Source: an optimization exercise on an open RTL-to-GDS flow (aim: small area and a short achievable clock period). Production flows keep margins and buffers that such runs may drop. Where RTL was checked, it was by simulation tests only, not by an equivalence proof against the original.

Design alu_core, start of the top module:
module alu_core
#(
  parameter int DATA_WIDTH = alu_pkg::ALU_DATA_WIDTH
) (
  input  logic                  clk,
  input  logic                  rst_n,
  input  logic [7:0]            i_alu_op,
  input  logic [DATA_WIDTH-1:0] i_a,
  input  logic [DATA_WIDTH-1:0] i_b,
  output logic [DATA_WIDTH-1:0] o_c,
  output logic                  o_zero,
  output logic                  o_div0,
  output logic [DATA_WIDTH-1:0] o_c_q,
  output logic                  o_zero_q
);
  function automatic logic [31:0] cneg(input logic [31:0] x, input logic inv, input logic inc);
    logic [31:0] r;
    logic        any;
    any = 1'b0;
    for (int k = 0; k < 32; k++) begin
      r[k] = x[k] ^ (inv & ~(inc & ~any));
      any  = any | x[k];
    end
    cneg = r;
  endfunction
  logic [3:0]  op;
  logic [31:0] a, b;
  assign op = i_alu_op[3:0];
  assign a  = i_a;
  assign b  = i_b;
  logic valid;
  logic is_add, is_sub, is_and, is_or, is_xor, is_inv, is_slt;
  logic is_sll, is_srl, is_sra, is_mul, is_div, is_rem;
  assign valid  = (i_alu_op[7:4] == 4'd0);
  ...
Size in the first run: roughly 5800 cells after synthesis, about 140 I/O pins, ~35000 sq um of cells after synthesis.
==> module alu_core, before the edit <==
module alu_core
#(
  parameter int DATA_WIDTH = alu_pkg::ALU_DATA_WIDTH
) (
  input  logic                  clk,
  input  logic                  rst_n,
  input  logic [7:0]            i_alu_op,
  input  logic [DATA_WIDTH-1:0] i_a,
  input  logic [DATA_WIDTH-1:0] i_b,
  output logic [DATA_WIDTH-1:0] o_c,
  output logic                  o_zero,
  output logic                  o_div0,
  output logic [DATA_WIDTH-1:0] o_c_q,
  output logic                  o_zero_q
);
  function automatic logic [31:0] cneg(input logic [31:0] x, input logic inv, input logic inc);
    logic [31:0] r;
    logic        any;
    any = 1'b0;
    for (int k = 0; k < 32; k++) begin
      r[k] = x[k] ^ (inv & ~(inc & ~any));
      any  = any | x[k];
    end
    cneg = r;
  endfunction
  logic [3:0]  op;
  logic [31:0] a, b;
  assign op = i_alu_op[3:0];
  assign a  = i_a;
  assign b  = i_b;
  logic valid;
  logic is_add, is_sub, is_and, is_or, is_xor, is_inv, is_slt;
  logic is_sll, is_srl, is_sra, is_mul, is_div, is_rem;
  assign valid  = (i_alu_op[7:4] == 4'd0);
  assign is_add = valid & (op == 4'h0);
  assign is_sub = valid & (op == 4'h1);
  assign is_and = valid & (op == 4'h2);
  assign is_or  = valid & (op == 4'h3);
  assign is_xor = valid & (op == 4'h4);
  assign is_inv = valid & (op == 4'h5);
  assign is_slt = valid & (op == 4'h6);
  assign is_sll = valid & (op == 4'h7);
  assign is_srl = valid & (op == 4'h8);
  assign is_sra = valid & (op == 4'h9);
  assign is_mul = valid & (op == 4'hA);
  assign is_div = valid & (op == 4'hB);
  assign is_rem = valid & (op == 4'hC);
  logic        dm, divrem, addsub, subm, mulm, sgn, b_zero;
  logic [4:0]  sh;
  logic [31:0] onehot, abs_b, bd, dvd, y, lsb, msel, hb;
  assign dm     = op[3] & (op[2] | op[0] | ~op[1]);
  assign divrem = op[3] & (op[2] | (op[1] & op[0]));
  assign addsub = ~op[3] & ~(op[1] & op[0]);
  assign subm   = ~op[3] & (op[1] ^ op[0]);
  assign mulm   = op[3];
  assign sgn    = op[3] & (op[2] | op[0]);
  assign b_zero = (b == 32'd0);
  assign sh     = addsub ? 5'd0 : b[4:0];
  always_comb begin
    for (int k = 0; k < 32; k++) onehot[k] = (sh == k[4:0]);
  end
  assign abs_b = cneg(b, b[31], b[31]);
  assign bd    = divrem ? abs_b : onehot;
  assign dvd   = cneg(a, a[31] & sgn, a[31] & divrem);
  assign y     = dm ? ~bd : (addsub ? (b ^ {32{subm}}) : a);
  assign lsb   = (dm | addsub) ? dvd : 32'd0;
  assign msel  = mulm ? b : onehot;
  always_comb begin
    hb[0] = 1'b0;
    for (int j = 1; j < 32; j++) hb[j] = |(bd >> (32 - j));
  end
  logic [31:0] qsel, f;
  alu_divider u_divider (
    .i_div (dm),
    .i_cin (dm | subm),
    .i_y   (y),
    .i_lsb (lsb),
    .i_msel(msel),
    .i_hb  (hb),
    .o_sel (qsel),
    .o_f   (f)
  );
  logic        negq, n_inv, n_inc;
  logic [31:0] n_x, arr_res;
  assign negq    = (a[31] ^ b[31]) & ~b_zero;
  assign n_x     = (is_div | is_srl | is_sra) ? qsel : f;
  assign n_inc   = (is_div & negq) | (is_rem & a[31]);
  assign n_inv   = n_inc | (is_sra & a[31]);
  assign arr_res = cneg(n_x, n_inv, n_inc);
  logic slt;
  assign slt = (a[31] ^ b[31]) ? a[31] : f[31];
  logic [3:0]  tt;
  logic [31:0] lg;
  assign tt = {is_and | is_or, is_or | is_xor, is_or | is_xor | is_inv, is_inv};
  always_comb begin
    for (int k = 0; k < 32; k++) lg[k] = tt[{a[k], b[k]}];
  end
  logic [31:0] c_d;
  logic        zero_d;
  always_comb begin
    c_d = lg
        | {31'd0, is_slt & slt}
        | ({32{is_add | is_sub | is_sll | is_srl | is_sra | is_mul | is_div | is_rem}} & arr_res);
    zero_d = (c_d == 32'd0);
  end
  assign o_c    = c_d;
  assign o_zero = zero_d;
  assign o_div0 = (is_div | is_rem) & b_zero;
  always_ff @(posedge clk or negedge rst_n) begin
    if (!rst_n) begin
      o_c_q    <= {DATA_WIDTH{1'b0}};
      o_zero_q <= 1'b0;
    end else begin
      o_c_q    <= c_d;
      o_zero_q <= zero_d;
    end
  end
endmodule
clock: 200.0 ns
lec_check: 0
abc_area: 1
cap_margin: 20
core_margin: 2
core_utilization: 40
slew_margin: 20
standard.sh (not shown) runs the stock make flow with config.mk's settings and CLKGATE_MAP_FILE= SYNTH_SCRIPT=/design/flow/synth_recipe.tcl, a recipe that flattens the netlist after the stock synthesis.
==> flow/flow/run.sh <==
#!/bin/bash
set -o pipefail
bash standard.sh SETUP_SLACK_MARGIN=50 SKIP_GATE_CLONING=1 SKIP_PIN_SWAP=1 "BUFFER_PORTS_ARGS=-buffer_cell sky130_fd_sc_hd__buf_2" cts > standard_flow_to_cts.log 2>&1
bash standard.sh SETUP_SLACK_MARGIN=45 SETUP_MOVE_SEQUENCE=sizeup SKIP_GATE_CLONING=1 SKIP_PIN_SWAP=1 grt > standard_flow_grt.log 2>&1
bash standard.sh finish > standard_flow_finish.log 2>&1
Change:
--- a/flow/design.v
+++ b/flow/design.v
@@ -190,15 +190,18 @@
   assign tt = {is_and | is_or, is_or | is_xor, is_or | is_xor | is_inv, is_inv};
   always_comb begin
     for (int k = 0; k < 32; k++) lg[k] = tt[{a[k], b[k]}];
   end
+  logic        arr_op, arr_zero;
   logic [31:0] c_d;
   logic        zero_d;
+  assign arr_op   = is_add | is_sub | is_sll | is_srl | is_sra | is_mul | is_div | is_rem;
+  assign arr_zero = (n_inv & ~n_inc) ? (&n_x) : ~(|n_x);
   always_comb begin
     c_d = lg
         | {31'd0, is_slt & slt}
-        | ({32{is_add | is_sub | is_sll | is_srl | is_sra | is_mul | is_div | is_rem}} & arr_res);
-    zero_d = (c_d == 32'd0);
+        | ({32{arr_op}} & arr_res);
+    zero_d = arr_op ? arr_zero : ((lg | {31'd0, is_slt & slt}) == 32'd0);
   end
   assign o_c    = c_d;
   assign o_zero = zero_d;
   assign o_div0 = (is_div | is_rem) & b_zero;
After rerunning:
- The new run ran to the end with no violations
- routed wire length goes down by 1.6%
- synthesized area goes down by 4.7%
- via count goes down by 2.9%
- clock-buffer cell count goes up by 1
- final cell count goes down by 4.8%
- synthesized cell count goes down by 6.0%
- final area is about the same
- die area goes down by 4.7%
For the second run of this note, only the layout was checked, not whether the RTL still works.


## P
alu_core with an RTL version that a note above also has.
Size in the first run: ~5,500 cells after synthesis, roughly 33 flip-flops, ~34,000 um^2 of cells after synthesis.
==> module alu_core, before the edit <==
module alu_core
#(
  parameter int DATA_WIDTH = alu_pkg::ALU_DATA_WIDTH
) (
  input  logic                  clk,
  input  logic                  rst_n,
  input  logic [7:0]            i_alu_op,
  input  logic [DATA_WIDTH-1:0] i_a,
  input  logic [DATA_WIDTH-1:0] i_b,
  output logic [DATA_WIDTH-1:0] o_c,
  output logic                  o_zero,
  output logic                  o_div0,
  output logic [DATA_WIDTH-1:0] o_c_q,
  output logic                  o_zero_q
);
  function automatic logic [31:0] cneg(input logic [31:0] x, input logic inv, input logic inc);
    logic [31:0] r;
    logic        any;
    any = 1'b0;
    for (int k = 0; k < 32; k++) begin
      r[k] = x[k] ^ (inv & ~(inc & ~any));
      any  = any | x[k];
    end
    cneg = r;
  endfunction
  logic [3:0]  op;
  logic [31:0] a, b;
  assign op = i_alu_op[3:0];
  assign a  = i_a;
  assign b  = i_b;
  logic valid;
  logic is_add, is_sub, is_and, is_or, is_xor, is_inv, is_slt;
  logic is_sll, is_srl, is_sra, is_mul, is_div, is_rem;
  assign valid  = (i_alu_op[7:4] == 4'd0);
  assign is_add = valid & (op == 4'h0);
  assign is_sub = valid & (op == 4'h1);
  assign is_and = valid & (op == 4'h2);
  assign is_or  = valid & (op == 4'h3);
  assign is_xor = valid & (op == 4'h4);
  assign is_inv = valid & (op == 4'h5);
  assign is_slt = valid & (op == 4'h6);
  assign is_sll = valid & (op == 4'h7);
  assign is_srl = valid & (op == 4'h8);
  assign is_sra = valid & (op == 4'h9);
  assign is_mul = valid & (op == 4'hA);
  assign is_div = valid & (op == 4'hB);
  assign is_rem = valid & (op == 4'hC);
  logic        dm, divrem, addsub, subm, mulm, sgn, b_zero;
  logic [4:0]  sh;
  logic [31:0] onehot, abs_b, bd, dvd, y, lsb, msel, hb;
  assign dm     = op[3] & (op[2] | op[0] | ~op[1]);
  assign divrem = op[3] & (op[2] | (op[1] & op[0]));
  assign addsub = ~op[3] & ~(op[1] & op[0]);
  assign subm   = ~op[3] & (op[1] ^ op[0]);
  assign mulm   = op[3];
  assign sgn    = op[3] & (op[2] | op[0]);
  assign b_zero = (b == 32'd0);
  assign sh     = addsub ? 5'd0 : b[4:0];
  always_comb begin
    for (int k = 0; k < 32; k++) onehot[k] = (sh == k[4:0]);
  end
  assign abs_b = cneg(b, b[31], b[31]);
  assign bd    = divrem ? abs_b : onehot;
  assign dvd   = cneg(a, a[31] & sgn, a[31] & divrem);
  assign y     = dm ? ~bd : (addsub ? (b ^ {32{subm}}) : a);
  assign lsb   = (dm | addsub) ? dvd : 32'd0;
  assign msel  = mulm ? b : onehot;
  always_comb begin
    hb[0] = 1'b0;
    for (int j = 1; j < 32; j++) hb[j] = |(bd >> (32 - j));
  end
  logic [31:0] qsel, f;
  alu_divider u_divider (
    .i_div (dm),
    .i_cin (dm | subm),
    .i_y   (y),
    .i_lsb (lsb),
    .i_msel(msel),
    .i_hb  (hb),
    .o_sel (qsel),
    .o_f   (f)
  );
  logic        negq, n_inv, n_inc;
  logic [31:0] n_x, arr_res;
  assign negq    = (a[31] ^ b[31]) & ~b_zero;
  assign n_x     = (is_div | is_srl | is_sra) ? qsel : f;
  assign n_inc   = (is_div & negq) | (is_rem & a[31]);
  assign n_inv   = n_inc | (is_sra & a[31]);
  assign arr_res = cneg(n_x, n_inv, n_inc);
  logic slt;
  assign slt = (a[31] ^ b[31]) ? a[31] : f[31];
  logic [3:0]  tt;
  logic [31:0] lg;
  assign tt = {is_and | is_or, is_or | is_xor, is_or | is_xor | is_inv, is_inv};
  always_comb begin
    for (int k = 0; k < 32; k++) lg[k] = tt[{a[k], b[k]}];
  end
  logic        arr_op, arr_zero;
  logic [31:0] c_d;
  logic        zero_d;
  assign arr_op   = is_add | is_sub | is_sll | is_srl | is_sra | is_mul | is_div | is_rem;
  assign arr_zero = (n_inv & ~n_inc) ? (&n_x) : ~(|n_x);
  always_comb begin
    c_d = lg
        | {31'd0, is_slt & slt}
        | ({32{arr_op}} & arr_res);
    zero_d = arr_op ? arr_zero : ((lg | {31'd0, is_slt & slt}) == 32'd0);
  end
  assign o_c    = c_d;
  assign o_zero = zero_d;
  assign o_div0 = (is_div | is_rem) & b_zero;
  always_ff @(posedge clk or negedge rst_n) begin
    if (!rst_n) begin
      o_c_q    <= {DATA_WIDTH{1'b0}};
      o_zero_q <= 1'b0;
    end else begin
      o_c_q    <= c_d;
      o_zero_q <= zero_d;
    end
  end
endmodule
clock: 200.0 ns
lec_check: 0
abc_area: 1
cap_margin: 20
core_margin: 2
core_utilization: 40
slew_margin: 20
==> flow/flow/run.sh <==
#!/bin/bash
set -o pipefail
bash standard.sh SETUP_SLACK_MARGIN=50 SKIP_GATE_CLONING=1 SKIP_PIN_SWAP=1 cts > standard_flow_to_cts.log 2>&1
bash standard.sh finish > standard_flow_finish.log 2>&1
For Q, these inputs were changed with respect to P:
-- flow/design.v --
<<< P, line 142
  assign is_div = valid & (op == 4'hB);
  assign is_rem = valid & (op == 4'hC);
  logic        dm, divrem, addsub, subm, mulm, sgn, b_zero;
  logic [4:0]  sh;
  logic [31:0] onehot, abs_b, bd, dvd, y, lsb, msel, hb;
  assign dm     = op[3] & (op[2] | op[0] | ~op[1]);
  assign divrem = op[3] & (op[2] | (op[1] & op[0]));
>>> Q, line 142
  assign is_div = valid & (op == 4'hB);
  assign is_rem = valid & (op == 4'hC);
  logic        dm, divrem, addsub, subm, mulm, sgn, b_zero, negb;
  logic [4:0]  sh;
  logic [31:0] onehot, nb, dvd, y, lsb, msel, hb;
  assign dm     = op[3] & (op[2] | op[0] | ~op[1]);
  assign divrem = op[3] & (op[2] | (op[1] & op[0]));
<<< P, line 156
    for (int k = 0; k < 32; k++) onehot[k] = (sh == k[4:0]);
  end
  assign abs_b = cneg(b, b[31], b[31]);
  assign bd    = divrem ? abs_b : onehot;
  assign dvd   = cneg(a, a[31] & sgn, a[31] & divrem);
  assign y     = dm ? ~bd : (addsub ? (b ^ {32{subm}}) : a);
  assign lsb   = (dm | addsub) ? dvd : 32'd0;
  assign msel  = mulm ? b : onehot;
  always_comb begin
    hb[0] = 1'b0;
    for (int j = 1; j < 32; j++) hb[j] = |(bd >> (32 - j));
  end
  logic [31:0] qsel, f;
  alu_divider u_divider (
    .i_div (dm),
    .i_cin (dm | subm),
    .i_y   (y),
    .i_lsb (lsb),
>>> Q, line 156
    for (int k = 0; k < 32; k++) onehot[k] = (sh == k[4:0]);
  end
  assign negb  = divrem ? ~b[31] : subm;
  assign nb    = cneg(b, negb, negb);
  assign dvd   = cneg(a, a[31] & sgn, a[31] & divrem);
  assign y     = dm ? (divrem ? nb : (32'hFFFF_FFFF << sh)) : (addsub ? nb : a);
  assign lsb   = (dm | addsub) ? dvd : 32'd0;
  assign msel  = mulm ? b : onehot;
  always_comb begin
    hb[0] = 1'b0;
    for (int j = 1; j < 32; j++) hb[j] = ~((&(y | ~(32'hFFFF_FFFF << (32 - j)))) & (|(y << j)));
  end
  logic [31:0] qsel, f;
  alu_divider u_divider (
    .i_div (dm),
    .i_cin (1'b0),
    .i_y   (y),
    .i_lsb (lsb),
<<< P, line 182
  assign n_x     = (is_div | is_srl | is_sra) ? qsel : f;
  assign n_inc   = (is_div & negq) | (is_rem & a[31]);
  assign n_inv   = n_inc | (is_sra & a[31]);
  assign arr_res = cneg(n_x, n_inv, n_inc);
  logic slt;
>>> Q, line 182
  assign n_x     = (is_div | is_srl | is_sra) ? qsel : f;
  assign n_inc   = (is_div & negq) | (is_rem & a[31]);
  assign n_inv   = n_inc | (is_sra & a[31]) | (is_div & b_zero);
  assign arr_res = cneg(n_x, n_inv, n_inc);
  logic slt;
## What came out
- Q completed end to end with timing, DRC and antenna clean.
- First-pass GRT wire length in Q vs P: up 9.9%
- Going from P to Q, synthesized area saw an increase, count of placed standard cells including taps has increased, non-clock buffer count rose by about 20%.
- The run showing the smaller filler cell count in the final layout is P.
- From P to Q the numbers moved as follows: final standard cell count with taps included and fillers excluded went up by 422.
- The clock period minus final worst setup slack of Q exceeds that of P by 0.24 ns.
- Delta (Q minus P): data-path buffer share of cell area in the final layout higher; sum of routed wire segments on met1 higher; global-route usage over all layers higher; adder-cell share of the synthesized area lower.
No run of this note included a check of the RTL's function; only the layout flow was run.

==> afterwards: timing with drivers on the ports <==
In the flow no input, the clock included, has a driving cell. The finished layouts below were timed again as built, in two steps.
Step 1, drivers: a clkbuf_16 drives clk and a buf_2 each remaining input, both assumed.
Step 2 also shifts input and output timing later by t, the mid clock arrival at the registers, as if the neighbouring blocks saw the same clock.
a / b / c = ideal ports / drivers / drivers and shift; a / b = the first two.
run | shift t [ns] | setup slack, ns | worst setup path after step 2 | latest minus earliest clock arrival (ns)
the first run of note 1 | 0.326 | 51.170 / 51.149 / 51.149 | input to output | 0.006 / 0.006
the second run of note 1 | 0.314 | 50.130 / 50.104 / 50.104 | input to output | 0.005 / 0.004
P | 0.314 | 48.356 / 48.329 / 48.329 | input to output | 0.005 / 0.005
Q | 0.311 | 48.121 / 48.067 / 48.067 | input to output | 0.006 / 0.007
After both steps setup and hold are still met in every run listed. For Q, which loses most, drivers alone change the setup slack by -0.054 ns; drivers and shift together by -0.054 ns.
